This is an optimization exercise on Yosys and OpenROAD, whose aim is small area and a short achievable clock period, not a production implementation.
Only simulation tests tie the RTL to the original design; equivalence was not proved.
No activity file was given, so power comes from the tool's default toggle rates.

===== flow/run.sh =====
#!/bin/bash
# synth_recipe.tcl (not shown) runs the flow's synth.tcl, then flattens the netlist and writes it again
# the make line also repeats each setting of config.mk as NAME=value (left out here)
make -C /OpenROAD-flow-scripts/flow DESIGN_CONFIG=/design/flow/config.mk WORK_HOME=/design/flow/orfs CLKGATE_MAP_FILE= SYNTH_SCRIPT=/design/flow/synth_recipe.tcl finish

===== flow/config.mk =====
export PLATFORM = sky130hd
export DESIGN_NAME = boot_rom
export DESIGN_NICKNAME = boot_rom
export VERILOG_FILES = /design/flow/design.v
export SDC_FILE = /design/flow/constraint.sdc
export NUM_CORES = 4
export LEC_CHECK = 0
export CAP_MARGIN = 20
export CORE_MARGIN = 2
export CORE_UTILIZATION = 40
export SLEW_MARGIN = 20

===== flow/constraint.sdc =====
create_clock -name core_clock -period 4.0 [get_ports {clk}]
set_input_delay 0.8000 -clock core_clock [delete_from_list [all_inputs] [get_ports {clk}]]
set_output_delay 0.8000 -clock core_clock [all_outputs]
set_load 0.01 [all_outputs]

===== flow/design.v =====
`default_nettype none
package flash_pkg;
  localparam logic [7:0] FLASH_OP_READ = 8'h03;
  typedef struct packed {
    logic [7:0]  opcode;
    logic [23:0] addr;       
  } flash_cmd_fields_t;
  typedef union packed {
    flash_cmd_fields_t f;
    logic [3:0][7:0]   bytes;
  } flash_cmd_u;
  typedef enum logic [2:0] {
    CMD,
    ADDR_HI,
    ADDR_MID,
    ADDR_LO,
    DUMMY,
    DATA_HI,
    DATA_LO
  } reader_phase_e;
endpackage
`default_nettype wire
`default_nettype none
package imem_pkg;
  localparam int INSTR_W = 16;
  typedef logic [INSTR_W-1:0] instr_t;
  typedef logic [6-1:0] iaddr_t;
endpackage
`default_nettype wire
`default_nettype none
`timescale 1ns/1ps
module spi_flash_reader (
  input  logic             clk,
  input  logic             rst_n,
  input  logic             rd_en,
  input  logic [23:0]      byte_addr,
  output imem_pkg::instr_t word,
  output logic             word_valid,
  output logic             spi_cs,
  output logic             spi_sclk,
  output logic             spi_mosi,
  input  logic             spi_miso
);
  flash_pkg::flash_cmd_u    cmd;
  flash_pkg::reader_phase_e phase;
  logic          busy;        
  logic          valid_q;
  logic [3:0]    bit_cnt;
  logic [7:0]    shreg;       
  logic [7:0]    tx_next;
  logic          start;
  logic          shift_in;
  logic          step;
  assign cmd.f.opcode = flash_pkg::FLASH_OP_READ;
  assign cmd.f.addr   = byte_addr;
  always_comb begin
    case (phase)
      flash_pkg::CMD:      tx_next = cmd.bytes[2];
      flash_pkg::ADDR_HI:  tx_next = cmd.bytes[1];
      flash_pkg::ADDR_MID: tx_next = cmd.bytes[0];
      default:  tx_next = 8'h00;           
    endcase
  end
  assign start    = rd_en && !busy && !valid_q;
  assign shift_in = rd_en && busy && (bit_cnt != 4'd0) && !spi_sclk;
  assign step     = rd_en && busy && (bit_cnt == 4'd0);
  assign word_valid = valid_q && rd_en;
  always_ff @(posedge clk) begin
    if (!rst_n) begin
      busy     <= 1'b0;
      valid_q  <= 1'b0;
      phase    <= flash_pkg::CMD;
      bit_cnt  <= 4'd0;
      spi_cs   <= 1'b1;
      spi_sclk <= 1'b1;
      spi_mosi <= 1'b0;
    end else if (rd_en) begin
      if (!busy) begin
        if (valid_q) begin
          valid_q <= 1'b0;                 
        end else begin
          busy    <= 1'b1;
          spi_cs  <= 1'b0;
          phase   <= flash_pkg::CMD;
          bit_cnt <= 4'd8;
        end
      end else if (bit_cnt != 4'd0) begin
        if (spi_sclk) begin
          spi_sclk <= 1'b0;
          spi_mosi <= shreg[7];
        end else begin
          spi_sclk <= 1'b1;                
          bit_cnt  <= bit_cnt - 4'd1;
        end
      end else if (phase == flash_pkg::DATA_LO) begin
        busy    <= 1'b0;
        spi_cs  <= 1'b1;
        valid_q <= 1'b1;
      end else begin
        phase   <= flash_pkg::reader_phase_e'(phase + 3'd1);
        bit_cnt <= 4'd8;
      end
    end
  end
  always_ff @(posedge clk) begin
    if (start) begin
      shreg <= cmd.bytes[3];
    end else if (shift_in) begin
      shreg <= {shreg[6:0], spi_miso};
    end else if (step) begin
      shreg <= tx_next;
    end
    if (step && (phase == flash_pkg::DATA_HI)) begin
      word[15:8] <= shreg;
    end
    if (step && (phase == flash_pkg::DATA_LO)) begin
      word[7:0] <= shreg;
    end
  end
endmodule
`default_nettype wire
`default_nettype none
`timescale 1ns/1ps
module imem_bank (
  input  logic                    clk,
  input  logic                    cs,
  input  logic                    we,
  input  logic [(6 - 1)-1:0] addr,
  input  imem_pkg::instr_t        wdata,
  output imem_pkg::instr_t        rdata
);
  imem_pkg::instr_t mem [(64 / 2)];
  always_ff @(posedge clk) begin
    if (cs) begin
      if (we) begin
        mem[addr] <= wdata;
      end else begin
        rdata <= mem[addr];      
      end
    end
  end
endmodule
`default_nettype wire
`default_nettype none
`timescale 1ns/1ps
module boot_rom (
  input  logic             clk,
  input  logic             rst_n,
  input  logic             clken,
  input  imem_pkg::iaddr_t fetch_addr,
  output imem_pkg::instr_t instruction,
  output logic             ready,
  input  logic             spi_miso,
  output logic             spi_cs,
  output logic             spi_sclk,
  output logic             spi_mosi
);
  localparam int SEL_BIT = 6 - 1;
  imem_pkg::iaddr_t                  wr_idx;
  logic                    loading;
  logic                    rd_en;
  logic [23:0]             byte_addr;
  imem_pkg::instr_t                  word;
  logic                    word_valid;
  logic                    bank_sel;
  logic                    bank_en;
  logic                    sel_q;         
  logic [(6 - 1)-1:0] bank_addr;
  imem_pkg::instr_t                  rdata_lo;
  imem_pkg::instr_t                  rdata_hi;
  assign ready = !loading;
  assign rd_en = loading && clken;
  assign byte_addr = 24'h100000 + 24'({wr_idx, 1'b0});
  assign bank_sel  = loading ? wr_idx[SEL_BIT] : fetch_addr[SEL_BIT];
  assign bank_addr = loading ? wr_idx[SEL_BIT-1:0] : fetch_addr[SEL_BIT-1:0];
  assign bank_en   = loading ? word_valid : clken;
  always_ff @(posedge clk) begin
    if (!rst_n) begin
      wr_idx  <= '0;
      loading <= 1'b1;
    end else if (word_valid) begin
      wr_idx <= wr_idx + 1'b1;         
      if (wr_idx == '1) begin
        loading <= 1'b0;
      end
    end
  end
  always_ff @(posedge clk) begin
    if (!rst_n) begin
      sel_q <= 1'b0;
    end else if (clken) begin
      sel_q <= bank_sel;
    end
  end
  assign instruction = loading ? '0 : (sel_q ? rdata_hi : rdata_lo);
  spi_flash_reader u_reader (
    .clk       (clk),
    .rst_n     (rst_n),
    .rd_en     (rd_en),
    .byte_addr (byte_addr),
    .word      (word),
    .word_valid(word_valid),
    .spi_cs    (spi_cs),
    .spi_sclk  (spi_sclk),
    .spi_mosi  (spi_mosi),
    .spi_miso  (spi_miso)
  );
  imem_bank u_bank_lo (
    .clk  (clk),
    .cs   (bank_en && !bank_sel),
    .we   (word_valid),
    .addr (bank_addr),
    .wdata(word),
    .rdata(rdata_lo)
  );
  imem_bank u_bank_hi (
    .clk  (clk),
    .cs   (bank_en && bank_sel),
    .we   (word_valid),
    .addr (bank_addr),
    .wdata(word),
    .rdata(rdata_hi)
  );
endmodule
`default_nettype wire

==> impl_metrics.toml <==
[status]
status = "complete, no violations"

[final_layout]
design_area_um2 = 48900
fin_nets = 2355
areaGrowthSynthToFinish_pct = 15.6
final_common_cell = "edfxtp_1"
multiInputGateArea_um2 = 8980
fillerInstances = 8762
layout_common_cells = "edfxtp_1, mux4_2, o21ai_0"
drive_gt1_share_pct = 22.7
register_area_um2 = 32800

[cts]
cts_buffers = 104
cts.clk_slew.worst_paths_ns = 0.06
cts_sinks = 1100
cts_buffer_depth = 3
hold_buffers = 0
cts_tree = "built"
clk_latency_ns = 0.69
htreeDepth = 3
postCtsSetupBuffers = 0
root_buffer = "clkbuf_16"
cts_resized = 0

[grt]
grt_pass1_wl_um = 160000
grt_use_total_pct = 20.4
grt_pass1_vias = 22500
antenna_found_initial = 2
globalRoute.totalOverflow = 0
grt_max_degree = 65

[min_path]
hold_start = "u_reader.spi_cs$_SDFFE_PN1P_"
hold_path_class = "reg -> reg"

[critical_path]
required_ns = 3.20
end_kind = "primary output"
worst-path-buf-inv = 2
r2r-start = "loading$_SDFFE_PN1P_"
slowest_stage = "dfxtp_1"
start_kind = "register"
crit_start = "sel_q$_SDFFE_PN0P_"
cp.arrival_ns = 2.75
critical_path_peak_fanout = 10
critPathKind = "reg -> out"
crit_family = "buffers and inverters"
worstPathCellList = "buf_4, mux2i_1, nor2_1, clkdlybuf4s50_1"
worst_path_largest_cell_delay_ns = 0.69

[floorplan]
die_w_um = 329
start_util_pct = 40.2
core.rowCount = 119
die_h_um = 329
ios = 30
core_area_um2 = 105000
fp.dieArea_um2 = 108000

[timing]
setup_ws_ns = 0.452
rsz0062_at_grt = "false"
fin_crit_sh_pct = 88.7
setup_viol_count_final = 0
final_max_slew_viol_count = 0
max_freq_mhz = 282
final.setup_skew_ns = 0.0437
hold_viol_final = 0
relSlewSlack_pct = 30.0
worstMarginPinSlew_ns = 1.05
fin_crit_ns = 3.55

[detailed_routing]
viasPerCell = 5.84
dr.pass1.iters = 7
drt-total-wl_um = 110000
drtAntennaViolNets = 0
drt_iter0_drc = 2991
post_drt_wl_per_cell_um = 28.9
vias = 22300
drc = 0

[logic_synthesis]
syn_avg_cell_area_um2 = 19.6
ys_types = 61
synth_fp_nets = 2179
yosys_register_bits = 1100
yosysWarnings = 3
ys_seq_area_share_pct = 77.4
synthFlopType = "edfxtp_1"
synth-edff-count = 1072
syn_inst = 2162
async_flop_share_pct = 0
synthesis.area_um2 = 42300

[power_and_ir_drop]
vdd_drop_max_mv = 0.373
power-per-cell-area_nw_per_um2 = 465
power.leakage_nw = 15.2

[placed_design]
port_buffers = 29
routabilityCongestion = 0.849
dp_worst_setup_slack_ns = -0.00722
dpl.hpwl_um = 65900
placed_cell_area_um2 = 45400

[run]
cap_viol_max_count = 0
## stage by stage
stage / instances / hold slack (ns) / util [%] / total power (W) / setup TNS (ns)
5_1_grt: 3815 / 0.484 / 46.5 / 0.0233 / 0
2_1_floorplan: 2162 / 0.447 / - / 0.0128 / 0
3_3_place_gp: 3622 / 0.439 / 43.2 / 0.0128 / 0
6_report: 3817 / 0.458 / 46.5 / 0.0227 / 0
4_1_cts: 3814 / 0.466 / 46.5 / 0.0229 / 0
3_5_place_dp: 3622 / 0.453 / 43.2 / 0.0128 / -0.00722
## logic make-up after synthesis
| group | synth area share [%] |
|---|---|
| xor+xnor | 0.124 |
| buf+inv | 1.65 |
| flops | 77.4 |
| simple gates | 3.15 |
| compound gates | 6.77 |
| mux | 10.7 |
| fa+ha+maj | 0.207 |
## Yosys cell counts (3+ instances only)
cell type	count	area share, %
a211oi_1	5	0.089
nand2b_1	3	0.044
inv_1	9	0.080
and3b_1	3	0.062
and2_1	9	0.13
a221oi_2	26	0.92
nor2_1	105	0.93
a21oi_1	39	0.46
o21ai_0	159	1.9
mux4_2	187	10
and3_1	4	0.059
buf_6	11	0.29
ha_1	7	0.21
buf_2	35	0.41
nand4_1	40	0.59
nor3b_1	5	0.089
a22oi_1	6	0.11
xor2_1	4	0.083
nor2b_1	5	0.074
o21ai_1	17	0.20
nand2_1	76	0.67
a41oi_1	33	0.68
nor3_1	4	0.047
buf_1	12	0.11
a221oi_1	3	0.062
o2111ai_1	4	0.083
or4_1	5	0.089
nand3_1	14	0.17
buf_4	7	0.12
clkbuf_1	71	0.63
edfxtp_1	1072	76
mux2i_1	28	0.66
a22o_1	87	1.8
dfxtp_1	28	1.3
o32ai_1	3	0.062
## power by group
part,internal [W],leakage [nW],switching [W],total [W]
clock,0.00593,1.70,0.00422,0.0102
combinational,0.0000424,3.45,0.0000615,0.000104
sequential,0.0125,10.0,0.0000232,0.0125
## routing by layer
layer | routed length [um] | GRT usage [%] | part of all wire (%)
met1 | 45700 | 28.9 | 41
met2 | 52100 | 32.0 | 47
met3 | 9840 | 4.05 | 8.9
met4 | 2770 | 6.03 | 2.5
met5 | 26 | 0 | 0.024
## worst reg2reg max path, stage by stage (launching register included)
cell and delay, ns:
dfxtp_2 0.65, mux2_8 0.57, buf_12 0.31, mux4_2 0.54
a22o_1 0.30, a221oi_2 0.47, nand4_1 0.23
## state kept, by name, summed over array words and instances (netlist names), 3 cells and up
name and cells:
u_bank_lo.rdata 16, u_bank_hi.rdata 16, u_reader.phase 3, u_bank_lo.mem 512, u_reader.word 16, u_bank_hi.mem 512, u_reader.bit_cnt 4, u_reader.shreg 8
wr_idx 6
## path summary, 6_finish.rpt
kind | endpoint | slack (ns) | depth (start not counted)
hold / removal | u_reader.spi_cs$_SDFFE_PN1P_ | 0.46 | 1
setup reg to reg | u_bank_lo.rdata[11]$_DFFE_PP_ | 0.62 | 6
hold reg to reg | u_reader.spi_cs$_SDFFE_PN1P_ | 0.46 | 1
setup / recovery | instruction[15] | 0.45 | 4
## area by class of cell
type	count	area share, %
diodes	2	0.0102
clock buffers	135	5.69
clock inverters	57	1.46
inverters	9	0.0691
multi-input cells	917	18.4
flip-flops and latches	1100	67.0
well taps	1391	3.56
repair buffers	206	3.84
Testbench counts, summed over its fixed seeds: boot cycles 185,856.

[port drivers added, routing unchanged]
Ports are ideal in the flow. The routed layout listed here was re-timed in OpenROAD.
Step 1 assumes that a clkbuf_16 drives the clock port and a buf_2 every other input.
Step 2, shift: input delay + t, output delay - t, t = (earliest + latest rising clock arrival at the registers) / 2. This alone moves slack from input paths to output paths.
a / b / c = ideal / step 1 / step 2; a / b = the first two.
t (ns): 0.734
setup slack, ns: 0.452 / 0.385 / -0.041
worst setup path after step 2: input to register
pins driven straight from the clock port: 1
Met with ideal ports but missed after step 2: setup timing in this run. The setup slack of this run moves by -0.067 ns with the drivers and by -0.493 ns with both steps.
